Context: an optimization exercise on an open-source flow, tuned for small area, a short achievable clock period and few clock cycles per item. The choices shown serve that exercise and are no tape-out recipe. At most, simulation tests tie the RTL to the original design; equivalence was not proved. Power figures rest on the tool's default switching activity, not on a simulated workload.

==> flow/design.v (excerpt) <==
module text_line_statistics_top #(
   parameter int COUNT_BITS = tls_pkg::COUNT_BITS_DEFAULT
) (
   input  wire logic                           clock,
   input  wire logic                           reset,
   input  wire logic                           req_tvalid,
   output logic                                req_tready,
   input  wire logic [tls_pkg::BYTE_BITS-1:0]  req_tdata,   
   input  wire logic                           req_tuser,   
   output logic                                rsp_tvalid,
   input  wire logic                           rsp_tready,
   output logic [tls_pkg::RSP_BITS-1:0]        rsp_tdata
);
Size: about 1000 cells after synthesis, about 210 I/O pins.
==> flow/config.mk <==
export PLATFORM = sky130hd
export DESIGN_NAME = text_line_statistics_top
export DESIGN_NICKNAME = text_line_statistics_top
export VERILOG_FILES = /design/flow/design.v
export SDC_FILE = /design/flow/constraint.sdc
export NUM_CORES = 4
export LEC_CHECK = 0
export CAP_MARGIN = 20
export CORE_MARGIN = 2
export CORE_UTILIZATION = 40
export CTS_CLUSTER_DIAMETER = 60
export CTS_CLUSTER_SIZE = 20
export SETUP_SLACK_MARGIN = 1.6
export SLEW_MARGIN = 20
==> flow/constraint.sdc <==
create_clock -name core_clock -period 3.5 [get_ports {clock}]
set_input_delay 0.7000 -clock core_clock [delete_from_list [all_inputs] [get_ports {clock}]]
set_output_delay 0.7000 -clock core_clock [all_outputs]
set_load 0.01 [all_outputs]
standard.sh (not shown) runs the stock make flow with config.mk's settings and CLKGATE_MAP_FILE= SYNTH_SCRIPT=/design/flow/synth_recipe.tcl, a recipe that flattens the netlist after the stock synthesis.
==> flow/flow/run.sh <==
#!/bin/bash
# Standard layout, with plain buf_1 cells as the port buffers.
set -euo pipefail
export BUFFER_PORTS_ARGS="-buffer_cell sky130_fd_sc_hd__buf_1"
bash standard.sh > standard_flow.log 2>&1
Testbench counts at the start, summed over its fixed seeds: cycles 102,685, items 100,653.
Change:
Settings changed: CTS_CLUSTER_DIAMETER 60 to default, CTS_CLUSTER_SIZE 20 to default, SETUP_SLACK_MARGIN 1.6 to 1.3.
=>
- The new run completed with no timing, DRC or antenna violations
- hold slack got worse by 0.0099 ns
- via count goes down by 3.8%
- global-route usage goes down by 1.2 points
- sequential power stays flat
- final cell count goes down by 2.4%
- setup slack improved by 0.018 ns
- first-iteration DRC count goes down by about 17%
- maximum frequency goes up by 0.81%
- power goes up by 2.3%
- core utilization goes down by 2.9 points
- routed wire length goes down by 6.1%

Another version of the RTL of text_line_statistics_top (not shown whole).
For scale: about 950 cells after synthesis, ~10,000 um^2 of cells after synthesis.
export LEC_CHECK = 0
export ABC_CLOCK_PERIOD_IN_PS = 1000
export CAP_MARGIN = 20
export CORE_MARGIN = 2
export CORE_UTILIZATION = 40
export SLEW_MARGIN = 20
create_clock -name core_clock -period 3.5 [get_ports {clock}]
Scripts as last shown in full above: flow/flow/run.sh
Rerun with:
--- a/flow/config.mk
+++ b/flow/config.mk
@@ -7,3 +7,3 @@
 export LEC_CHECK = 0
-export ABC_CLOCK_PERIOD_IN_PS = 1000
+export ABC_CLOCK_PERIOD_IN_PS = 1700
 export CAP_MARGIN = 20
What happened:
- sequential share of layout area is unchanged
- register-to-register slack hardly moves
- synthesized cell count does not change
- clock-buffer cell count does not change
- non-clock buffer count is unchanged
No functional check of the RTL was part of any run of this note.

text_line_statistics_top, a different RTL version from the one above (not shown whole).
For scale: about 1000 cells after synthesis, ~260 flip-flops, ~210 I/O pins.
clock: 3.5 ns
lec_check: 0
cap_margin: 20
core_margin: 2
core_utilization: 40
setup_slack_margin: 1.3
slew_margin: 20
==> flow/flow/run.sh <==
#!/bin/bash
# Standard layout, with plain buf_1 cells as the port buffers and a clock tree of larger
# sink clusters without dummy loads.
set -euo pipefail
export BUFFER_PORTS_ARGS="-buffer_cell sky130_fd_sc_hd__buf_1"
export CTS_ARGS="-sink_clustering_enable -repair_clock_nets -dont_use_dummy_load -sink_clustering_size 24 -sink_clustering_max_diameter 80"
bash standard.sh > standard_flow.log 2>&1
Testbench counts at the start, summed over its fixed seeds: cycles 102,685, items 100,653.
Next try:
==> flow/flow/run.sh (replaced) <==
#!/bin/bash
# Standard layout, with plain buf_1 cells as the port buffers.
set -euo pipefail
export BUFFER_PORTS_ARGS="-buffer_cell sky130_fd_sc_hd__buf_1"
bash standard.sh > standard_flow.log 2>&1
=> Cell area increases by a few percent. Power climbs by a quarter to a third. Combinational power is about the same. Routed wire length rises slightly. Worst setup slack improves by 0.019 ns. Register-to-register slack improves by 0.02 ns.

[re-timing with driven ports]
How much do the figures lean on ideal ports? The routed layouts below were timed once more, with nothing changed but the port constraints. Step 1 sets driving cells, clkbuf_16 on the clock port and buf_2 on the other inputs (assumed; they add their load-dependent delay and slew). Step 2 times the ports against the registers' clock, not the clock port: input delays grow and output delays shrink by t, the midpoint of the rising clock arrivals with the driver on. a / b / c = no drivers / after step 1 / after step 2; a / b = the first two.
run | t, ns | setup slack, ns | worst slew at a driven data input, ns
the first run of note 1 | 0.579 | 1.290 / 1.290 / 1.290 | 0.04
the second run of note 1 | 0.575 | 1.308 / 1.308 / 1.308 | 0.03
the first run of note 2 | 0.568 | 0.270 / 0.270 / 0.270 | 0.03
the second run of note 2 | 0.568 | 0.270 / 0.270 / 0.270 | 0.03
the first run of note 3 | 0.532 | 1.432 / 1.432 / 1.432 | 0.05
the second run of note 3 | 0.583 | 1.451 / 1.419 / 1.429 | 0.05
After both steps every run listed still meets setup and hold. The setup slack of the second run of note 3, which loses most, moves by -0.032 ns with the drivers and by -0.022 ns with both steps.
